Background: an optimization exercise with open tools, aiming at small area. Do not read the settings as production practice.
Where RTL was checked, it was by simulation tests only, not by an equivalence proof against the original.
No driver is modelled on the clock port, so clocking that relies on it looks cheaper here than on a real chip.

==> build 42: inputs <==
// survivor_mem_writer
module survivor_mem_writer #(
  parameter int M           = viterbi_pkg::SURV_M,
  parameter int D           = viterbi_pkg::SURV_D,
  parameter int TB_INTERVAL = viterbi_pkg::SURV_TB_INTERVAL
) (
  input  logic                 clk,
  input  logic                 rst,
  input  logic                 surv_valid,
  input  logic [2**M-1:0]      surv_col,
  input  logic                 flush,
  output logic [$clog2(D)-1:0] wr_ptr,
  input  logic [$clog2(D)-1:0] tb_time,
  input  logic [M-1:0]         tb_state,
  output logic                 tb_surv_bit,
  input  logic                 tb_busy,
  output logic                 tb_start,
  output logic                 full,
  output logic                 overrun
);
==> module surv_ram, before the edit <==
module surv_ram #(
  parameter int M = 6,
  parameter int D = 40
) (
  input  logic                 clk,
  input  logic                 i_we,
  input  logic [$clog2(D)-1:0] i_wptr,
  input  logic [$clog2(D)-1:0] i_wptr_n,
  input  logic [2**M-1:0]      i_wdata,
  input  logic [$clog2(D)-1:0] i_raddr,
  input  logic [M-1:0]         i_rsel,
  output logic                 o_rbit
);
  localparam int NS = 2 ** M;
  localparam int AW = $clog2(D);
  logic [D-1:0][NS-1:0] r_q;
  logic [D-1:0]         r_ph;
  logic [D-1:0]         w_we;
  logic [D-1:0]         w_we_n;
  logic [D-1:0]         w_col_n;
  logic [NS-1:0]        w_sel_n;
  logic [D-1:0]         w_col_bit;
  always_comb begin
    for (int c = 0; c < D; c++) begin
      w_we[c]    = i_we && (i_wptr == AW'((c + D - 1) % D));
      w_we_n[c]  = !(i_we && (i_wptr_n == ~AW'((c + D - 1) % D)));
      w_col_n[c] = (i_raddr != AW'(c));
    end
    for (int s = 0; s < NS; s++) w_sel_n[s] = (i_rsel != M'(s));
  end
  always_ff @(posedge clk) begin
    for (int c = 0; c < D; c++) begin
      r_q[c]  <= ~((r_q[c] | {NS{w_we[c]}}) & ({NS{w_we_n[c]}} | i_wdata));
      r_ph[c] <= ~((r_ph[c] | w_we[c]) & w_we_n[c]);
    end
  end
  always_comb begin
    for (int c = 0; c < D; c++) w_col_bit[c] = &(r_q[c] | w_sel_n);
  end
  assign o_rbit = (|(~w_col_n & w_col_bit)) ^ (|(~w_col_n & r_ph));
endmodule
==> module survivor_mem_writer, before the edit <==
module survivor_mem_writer #(
  parameter int M           = viterbi_pkg::SURV_M,
  parameter int D           = viterbi_pkg::SURV_D,
  parameter int TB_INTERVAL = viterbi_pkg::SURV_TB_INTERVAL
) (
  input  logic                 clk,
  input  logic                 rst,
  input  logic                 surv_valid,
  input  logic [2**M-1:0]      surv_col,
  input  logic                 flush,
  output logic [$clog2(D)-1:0] wr_ptr,
  input  logic [$clog2(D)-1:0] tb_time,
  input  logic [M-1:0]         tb_state,
  output logic                 tb_surv_bit,
  input  logic                 tb_busy,
  output logic                 tb_start,
  output logic                 full,
  output logic                 overrun
);
  localparam int IDX_W = $clog2(D);
  logic [IDX_W-1:0] r_wr_ptr;
  logic [IDX_W-1:0] r_wr_ptr_n;
  logic             r_pending;
  logic             r_tb_start;
  logic             r_full;
  logic             r_overrun;
  logic w_we;
  logic w_fill_hit;
  logic w_int_hit;
  logic w_due;
  logic w_req;
  logic w_fire;
  assign w_we       = surv_valid && !flush;
  assign w_fill_hit = w_we && !r_full && (r_wr_ptr == IDX_W'(D - 2));
  assign w_int_hit  = w_we && r_full && (r_wr_ptr[2:0] == 3'(TB_INTERVAL - 2));
  assign w_due      = w_fill_hit || w_int_hit;
  assign w_req      = w_due || r_pending;
  assign w_fire     = w_req && !tb_busy && !r_tb_start;
  always_ff @(posedge clk) begin
    if (rst || flush) begin
      r_wr_ptr   <= IDX_W'(D - 1);
      r_wr_ptr_n <= ~IDX_W'(D - 1);
      r_pending  <= 1'b0;
      r_tb_start <= 1'b0;
      r_full     <= 1'b0;
      r_overrun  <= 1'b0;
    end else begin
      if (w_we) begin
        r_wr_ptr   <= (r_wr_ptr == IDX_W'(D - 1)) ? '0 : r_wr_ptr + 1'b1;
        r_wr_ptr_n <= (r_wr_ptr_n == ~IDX_W'(D - 1)) ? '1 : r_wr_ptr_n - 1'b1;
      end
      if (w_fill_hit) r_full <= 1'b1;
      r_tb_start <= w_fire;
      r_pending  <= (w_due && r_pending) || (w_req && !w_fire);
      if (w_due && r_pending) r_overrun <= 1'b1;
    end
  end
  assign wr_ptr   = r_wr_ptr;
  assign tb_start = r_tb_start;
  assign full     = r_full;
  assign overrun  = r_overrun;
  surv_ram #(
    .M(M),
    .D(D)
  ) u_surv_ram (
    .clk      (clk),
    .i_we     (w_we),
    .i_wptr   (r_wr_ptr),
    .i_wptr_n (r_wr_ptr_n),
    .i_wdata  (surv_col),
    .i_raddr  (tb_time),
    .i_rsel   (tb_state),
    .o_rbit   (tb_surv_bit)
  );
endmodule
clock: 10.0 ns
lec_check: 0
cap_margin: 20
core_margin: 2
core_utilization: 40
slew_margin: 20
run.sh (not shown) runs the stock make flow with config.mk's settings and CLKGATE_MAP_FILE= SYNTH_SCRIPT=/design/flow/synth_recipe.tcl, a recipe that flattens the netlist after the stock synthesis.
==> inputs of trial 68, as changes to build 42 <==
--- a/flow/design.v
+++ b/flow/design.v
@@ -35,5 +35,7 @@
   always_comb begin
+    logic [AW-1:0] prev;
     for (int c = 0; c < D; c++) begin
-      w_we[c]    = i_we && (i_wptr == AW'((c + D - 1) % D));
-      w_we_n[c]  = !(i_we && (i_wptr_n == ~AW'((c + D - 1) % D)));
+      prev       = AW'((c + D - 1) % D);
+      w_we[c]    = i_we && (i_wptr == prev);
+      w_we_n[c]  = !(i_we && (i_wptr_n == ~prev));
       w_col_n[c] = (i_raddr != AW'(c));
@@ -73,2 +75,4 @@
   localparam int IDX_W = $clog2(D);
+  localparam logic [IDX_W-1:0] LAST   = IDX_W'(D - 1);
+  localparam logic [IDX_W-1:0] LAST_N = ~LAST;
   logic [IDX_W-1:0] r_wr_ptr;
@@ -93,4 +97,4 @@
     if (rst || flush) begin
-      r_wr_ptr   <= IDX_W'(D - 1);
-      r_wr_ptr_n <= ~IDX_W'(D - 1);
+      r_wr_ptr   <= LAST;
+      r_wr_ptr_n <= LAST_N;
       r_pending  <= 1'b0;
@@ -101,4 +105,4 @@
       if (w_we) begin
-        r_wr_ptr   <= (r_wr_ptr == IDX_W'(D - 1)) ? '0 : r_wr_ptr + 1'b1;
-        r_wr_ptr_n <= (r_wr_ptr_n == ~IDX_W'(D - 1)) ? '1 : r_wr_ptr_n - 1'b1;
+        r_wr_ptr   <= (r_wr_ptr == LAST) ? '0 : r_wr_ptr + 1'b1;
+        r_wr_ptr_n <= (r_wr_ptr_n == LAST_N) ? '1 : r_wr_ptr_n - 1'b1;
       end
==> flow/flow/run.sh (new file) <==
#!/bin/bash
# The standard layout (standard.sh: the standard flow's synthesis and ORFS flow, unchanged
# design constraints) with two layout settings added to config.mk:
#  - REMOVE_ABC_BUFFERS: drop the buffers Yosys/ABC inserted at floorplan and let
#    repair_design buffer from the placed wiring instead;
#  - CTS_ARGS: the usual clock_tree_synthesis arguments plus -dont_use_dummy_load,
#    so CTS does not add load cells that only balance the tree.
# Each tool's output goes to the ORFS logs under orfs/logs; standard.log holds make's.
set -o pipefail
cat >> config.mk <<'EOT'
export REMOVE_ABC_BUFFERS = 1
export CTS_ARGS = -sink_clustering_enable -repair_clock_nets -sink_clustering_size 30 -sink_clustering_max_diameter 50 -buf_list sky130_fd_sc_hd__clkbuf_16 -dont_use_dummy_load
EOT
bash standard.sh > standard.log 2>&1
==> flow/standard.sh (new file) <==
#!/bin/bash
# synth_recipe.tcl (not shown) runs the flow's synth.tcl, then flattens the netlist and writes it again
# the make line also repeats each setting of config.mk as NAME=value (left out here)
make -C /OpenROAD-flow-scripts/flow DESIGN_CONFIG=/design/flow/config.mk WORK_HOME=/design/flow/orfs CLKGATE_MAP_FILE= SYNTH_SCRIPT=/design/flow/synth_recipe.tcl "${@:-finish}"
Settings changed: CAP_MARGIN 20 to 30, CORE_UTILIZATION 40 to 55, CTS_ARGS from default to -sink_clustering_enable -repair_clock_nets -sink_clustering_size 30 -sink_clustering_max_diameter 50 -buf_list sky130_fd_sc_hd__clkbuf_16 -dont_use_dummy_load, CTS_BUF_LIST from default to sky130_fd_sc_hd__clkbuf_16, CTS_CLUSTER_DIAMETER from default to 50, CTS_CLUSTER_SIZE from default to 30, PLACE_DENSITY from default to 0.65, REMOVE_ABC_BUFFERS from default to 1, SETUP_SLACK_MARGIN from default to 0.8, SLEW_MARGIN 20 to 50.
removed: flow/run.sh
==> inputs of trial 41, as changes to build 42 <==
==> flow/design.v (replaced) <==
package viterbi_pkg;
  localparam int SURV_M           = 6;
  localparam int SURV_D           = 40;
  localparam int SURV_TB_INTERVAL = 8;
  localparam int NS               = 2 ** SURV_M;
  localparam int AW               = $clog2(SURV_D);
  typedef logic [NS-1:0] surv_col_t;
  typedef logic [AW-1:0] col_idx_t;
  function automatic int wrap_inc(input int idx, input int d);
    wrap_inc = (idx == d - 1) ? 0 : idx + 1;
  endfunction
endpackage
module surv_ram #(
  parameter int M = 6,
  parameter int D = 40
) (
  input  logic                 clk,
  input  logic                 rst,
  input  logic                 i_we,
  input  logic [$clog2(D)-1:0] i_waddr,
  input  logic [2**M-1:0]      i_wdata,
  input  logic [$clog2(D)-1:0] i_raddr,
  input  logic [M-1:0]         i_rsel,
  output logic                 o_rbit
);
  logic [2**M-1:0] r_mem [D];
  logic            w_rd_bit;
  always_ff @(posedge clk) begin
    if (i_we) r_mem[i_waddr] <= i_wdata;
  end
  assign w_rd_bit = (int'(i_raddr) < D) ? r_mem[i_raddr][i_rsel] : 1'b0;
  logic w_unused;
  assign w_unused = rst;
  assign o_rbit   = w_rd_bit;
endmodule
module survivor_mem_writer #(
  parameter int M           = viterbi_pkg::SURV_M,
  parameter int D           = viterbi_pkg::SURV_D,
  parameter int TB_INTERVAL = viterbi_pkg::SURV_TB_INTERVAL
) (
  input  logic                 clk,
  input  logic                 rst,
  input  logic                 surv_valid,
  input  logic [2**M-1:0]      surv_col,
  input  logic                 flush,
  output logic [$clog2(D)-1:0] wr_ptr,
  input  logic [$clog2(D)-1:0] tb_time,
  input  logic [M-1:0]         tb_state,
  output logic                 tb_surv_bit,
  input  logic                 tb_busy,
  output logic                 tb_start,
  output logic                 full,
  output logic                 overrun
);
  localparam int IDX_W  = $clog2(D);
  localparam int FILL_W = $clog2(D + 1);
  localparam int INT_W  = $clog2(TB_INTERVAL + 1);
  logic [IDX_W-1:0]  r_nxt_ptr;
  logic [IDX_W-1:0]  r_wr_ptr;
  logic [FILL_W-1:0] r_fill_cnt;
  logic [INT_W-1:0]  r_int_cnt;
  logic              r_pending;
  logic              r_tb_start;
  logic              r_full;
  logic              r_overrun;
  logic w_we;
  logic w_fill_hit;
  logic w_int_hit;
  logic w_due;
  logic w_req;
  logic w_fire;
  assign w_we       = surv_valid && !flush;
  assign w_fill_hit = w_we && (r_fill_cnt == FILL_W'(D - 1));
  assign w_int_hit  = w_we && r_full && (r_int_cnt == INT_W'(TB_INTERVAL - 1));
  assign w_due      = w_fill_hit || w_int_hit;
  assign w_req      = w_due || r_pending;
  assign w_fire     = w_req && !tb_busy && !r_tb_start;
  always_ff @(posedge clk) begin
    if (rst || flush) begin
      r_nxt_ptr  <= '0;
      r_wr_ptr   <= IDX_W'(D - 1);
      r_fill_cnt <= '0;
      r_int_cnt  <= '0;
      r_pending  <= 1'b0;
      r_tb_start <= 1'b0;
      r_full     <= 1'b0;
      r_overrun  <= 1'b0;
    end else begin
      if (w_we) begin
        r_wr_ptr  <= r_nxt_ptr;
        r_nxt_ptr <= IDX_W'(viterbi_pkg::wrap_inc(int'(r_nxt_ptr), D));
        if (r_fill_cnt != FILL_W'(D)) r_fill_cnt <= r_fill_cnt + 1'b1;
      end
      if (w_fill_hit) r_full <= 1'b1;
      if (w_due)                r_int_cnt <= '0;
      else if (w_we && r_full)  r_int_cnt <= r_int_cnt + 1'b1;
      r_tb_start <= w_fire;
      r_pending  <= (w_due && r_pending) || (w_req && !w_fire);
      if (w_due && r_pending) r_overrun <= 1'b1;
    end
  end
  assign wr_ptr   = r_wr_ptr;
  assign tb_start = r_tb_start;
  assign full     = r_full;
  assign overrun  = r_overrun;
  surv_ram #(
    .M(M),
    .D(D)
  ) u_surv_ram (
    .clk     (clk),
    .rst     (rst),
    .i_we    (w_we),
    .i_waddr (r_nxt_ptr),
    .i_wdata (surv_col),
    .i_raddr (tb_time),
    .i_rsel  (tb_state),
    .o_rbit  (tb_surv_bit)
  );
endmodule
==> notes.md <==
reg2reg start r_nxt_ptr[2]; antenna cell count 6; Die Footprint 253000 um^2; run status finished clean; sum of negative setup slack 0 ns; clock input transition at the sequential cells of the worst setup and hold paths 0.05 ns; met2 GRT Util 0.368; effective utilization at floorplan 0.402; R2R Setup Slk 6.48 ns; root buf cell sky130_fd_sc_hd__clkbuf_16
the above is filed under trial 41

==> notes.md <==
final worst slack -0.203 ns; Finish-stage setup viols 1; violated checks setup timing; multi-input gate share of total cell area 0.315; R2R Setup Slk 6.39 ns; reg2reg start r_wr_ptr[4]; effective utilization at floorplan 0.402; root buf cell sky130_fd_sc_hd__clkbuf_16; met2 GRT Util 0.562; post-synthesis instance area 87300 um^2; run status failed layout checks
the above is filed under build 42

==> notes.md <==
met2 GRT Util 0.714; buffers and inverters on the worst path 6; sum of negative setup slack 0 ns; run status finished clean; dominant combinational cell family by area after synthesis compound AO/OA/AOI/OAI gates; Gate Count Post-Synth 8703; antenna cell count 70; clock input transition at the sequential cells of the worst setup and hold paths 0.06 ns; area inside the core boundary 158000 um^2; reg2reg start r_wr_ptr[0]; R2R Setup Slk 6.91 ns; total clock buffers created by CTS 179; Die Footprint 162000 um^2
the above is filed under trial 68

No functional check of the RTL was part of build 42.

separate check: timing with driven ports:
The results above use ideal ports. As a check the final layouts listed here were re-extracted and re-timed, cells and wires unchanged.
Step 1 assumes that a clkbuf_16 drives the clock port and a buf_2 every other input.
Step 2 times the ports against the registers' clock, not the clock port: input delays grow and output delays shrink by t, the midpoint of the rising clock arrivals with the driver on.
a / b / c = ideal ports / drivers / drivers and shift; a / b = the first two.
| run | shift t [ns] | setup slack, ns | hold slack, ns | worst slew at a driven data input, ns |
|---|---|---|---|---|
| build 42 | 1.071 | -0.203 / -0.230 / -0.230 | 0.427 / 0.427 / 0.427 | 0.19 |
| trial 68 | 0.945 | 0.576 / 0.446 / 0.446 | 0.430 / 0.430 / 0.430 | 0.17 |
| trial 41 | 0.998 | 0.842 / 0.818 / 0.818 | 0.471 / 0.471 / 0.471 | 0.17 |
The setup slack of trial 68, which loses most, moves by -0.130 ns with the drivers and by -0.130 ns with both steps.
